This is an optimization exercise on Yosys and OpenROAD, whose aim is small area, a short achievable clock period and few clock cycles per item, not a production implementation.
Where RTL was checked, it was by simulation tests only, not by an equivalence proof against the original.
Power is estimated from default activity; no workload was simulated.

Design bitmap_block_allocator_top, start of the top module:
module bitmap_block_allocator_top #(
  parameter int TOTAL_BLOCKS = 1024
) (
  input  logic                clk_i,
  input  logic                rst_ni,
  input  logic                cfg_we_i,
  input  logic [bba_pkg::BlockIdW-1:0] cfg_wdata_i,
  input  logic                in_valid_i,
  output logic                in_ready_o,
  input  logic [bba_pkg::BlockIdW:0]   in_data_i,
  output logic                out_valid_o,
  input  logic                out_ready_i,
  output logic [bba_pkg::GrantW+1:0]   out_data_o
);
For scale: roughly 1200 flip-flops, ~42 I/O pins, roughly 48000 µm² of cells after synthesis.
clock: 8.5 ns
lec_check: 0
cap_margin: 20
core_margin: 2
core_utilization: 45
cts_buf_list: sky130_fd_sc_hd__clkbuf_4 sky130_fd_sc_hd__clkbuf_8
cts_cluster_diameter: 50
cts_cluster_size: 14
place_density: 0.65
setup_slack_margin: 5.0
slew_margin: 20
run.sh (not shown) runs the stock make flow with config.mk's settings and CLKGATE_MAP_FILE= SYNTH_SCRIPT=/design/flow/synth_recipe.tcl, a recipe that flattens the netlist after the stock synthesis.
Testbench counts at the start, summed over its fixed seeds: cycles 11,248, items 11,200.
Change:
- CTS_CLUSTER_SIZE: 14 -> 16
Effect: The changed run finished clean; clock power climbs by a few percent; die area stays the same; clock skew drops by 0.012 ns; total power climbs slightly; critical path depth drops by 3; hold slack is about the same; worst setup slack degrades by 0.014 ns.
Change:
- CORE_UTILIZATION: 45 -> 30
- CTS_CLUSTER_SIZE: 16 -> 14
- PLACE_DENSITY: 0.65 -> 0.55
After rerunning: Cell count goes up by about a fifth; worst setup slack is worse by 0.065 ns; register-to-register slack is worse by 0.06 ns; total power goes up slightly; clock-buffer cell count goes up by 24; wire length goes up by a few percent; synthesized area does not change.
Change:
- CORE_UTILIZATION: 30 -> 45
- PLACE_DENSITY: 0.55 -> 0.65
- SETUP_SLACK_MARGIN: 5.0 -> 4.5
The new run went through all stages and came out clean.
Power decreases by 7.1%.
Routed wire length decreases by 13%.
Global-route usage increases by 7.9 points.
Sequential share of layout area increases by 6.6 points.

========
## old
bitmap_block_allocator_top, a different RTL version from the one above (not shown whole).
Size in the first run: about 3100 cells after synthesis, roughly 1200 flip-flops, ~42 I/O pins, ~48000 µm² of cells after synthesis.
clock: 8.5 ns
lec_check: 0
cap_margin: 20
core_margin: 2
core_utilization: 30
cts_buf_list: sky130_fd_sc_hd__clkbuf_4 sky130_fd_sc_hd__clkbuf_8
cts_cluster_diameter: 50
cts_cluster_size: 14
place_density: 0.55
setup_slack_margin: 4.5
slew_margin: 20
old went all the way through synthesis, placement and routing and the layout is clean on timing, DRC and antenna.
Testbench counts of old, summed over its fixed seeds: cycles 11,248, items 11,200.
Modified inputs, new compared to old
Settings: swapping 4.5 for 5.0 in SETUP_SLACK_MARGIN.
- new reached the end of the flow, and the finished layout is clean on the timing, design-rule and antenna checks.
- Compared with old, new shows a higher global-route usage over all layers.
- new -> old: max-capacitance violation count delta 0, exact match
- old → new: power went up; number of global-route vias before repair went up; post-route minimum period went down; via count went up; total internal power went up.
- Taking old as the reference point, the count of buffer and inverter cells on the critical path of new rises by 3.
- Fraction of area in registers (lower): new

========
bitmap_block_allocator_top, a different RTL version from the one above (not shown whole).
For scale: roughly 3200 cells after synthesis, roughly 42 I/O pins, roughly 47000 sq um of cells after synthesis.
make LEC_CHECK=0 CAP_MARGIN=20 CORE_MARGIN=2 CORE_UTILIZATION=45 CTS_BUF_LIST='sky130_fd_sc_hd__clkbuf_4 sky130_fd_sc_hd__clkbuf_8' CTS_CLUSTER_DIAMETER=50 CTS_CLUSTER_SIZE=14 PLACE_DENSITY=0.65 SETUP_SLACK_MARGIN=5.0 SLEW_MARGIN=20 finish   # period 8.5 ns
The first run went through all stages and came out clean.
Next try:
--- a/flow/config.mk
+++ b/flow/config.mk
@@ -10 +10 @@
-export CORE_UTILIZATION = 45
+export CORE_UTILIZATION = 40
@@ -14 +14 @@
-export PLACE_DENSITY = 0.65
+export PLACE_DENSITY = 0.6
Effect: The changed run finished clean; final area came out higher by 2.9%; wire length grows by 3.9%; die area came out higher by 12%; via count rose by 3.0%.
No run of this note included a check of the RTL's function; only the layout flow was run.

-- static timing again, ports no longer ideal --
In the flow no input, the clock included, has a driving cell. The finished layouts below were timed again as built, in two steps. Step 1 (the two cells are an assumption about what drives the block):
set clk [get_ports {clk_i}]
set_driving_cell -lib_cell sky130_fd_sc_hd__clkbuf_16 $clk
set_driving_cell -lib_cell sky130_fd_sc_hd__buf_2 [delete_from_list [all_inputs] $clk]
Step 2 adds t to the input delays and takes it off the output delays; t is the mean of the earliest and latest rising clock arrival at the registers after step 1. Input paths then give back, and output paths get back, about the clock's delay inside the block. Slacks: ideal / step 1 / step 2; pairs: ideal / step 1.
| run | t (ns) | setup WS [ns] | hold slack, ns | slew at the worst register clock pin (ns) |
|---|---|---|---|---|
| the first run of note 1 | 0.871 | 4.738 / 4.738 / 4.738 | 0.428 / 0.428 / 0.428 | 0.10 / 0.10 |
| the second run of note 1 | 0.887 | 4.724 / 4.724 / 4.724 | 0.428 / 0.428 / 0.428 | 0.10 / 0.10 |
| the third run of note 1 | 0.954 | 4.659 / 4.659 / 4.659 | 0.421 / 0.421 / 0.421 | 0.10 / 0.10 |
| the fourth run of note 1 | 0.887 | 4.440 / 4.440 / 4.440 | 0.422 / 0.422 / 0.422 | 0.10 / 0.10 |
| old | 0.967 | 4.406 / 4.406 / 4.406 | 0.420 / 0.420 / 0.420 | 0.10 / 0.10 |
| new | 0.901 | 4.499 / 4.499 / 4.499 | 0.429 / 0.429 / 0.429 | 0.10 / 0.10 |
| the first run of note 3 | 0.870 | 4.591 / 4.591 / 4.312 | 0.428 / 0.428 / 0.428 | 0.10 / 0.10 |
| the second run of note 3 | 0.897 | 4.721 / 4.721 / 4.288 | 0.430 / 0.430 / 0.430 | 0.10 / 0.10 |
After both steps setup and hold are still met in every run listed. For the second run of note 3, which loses most, drivers alone change the setup slack by 0.000 ns; drivers and shift together by -0.433 ns.
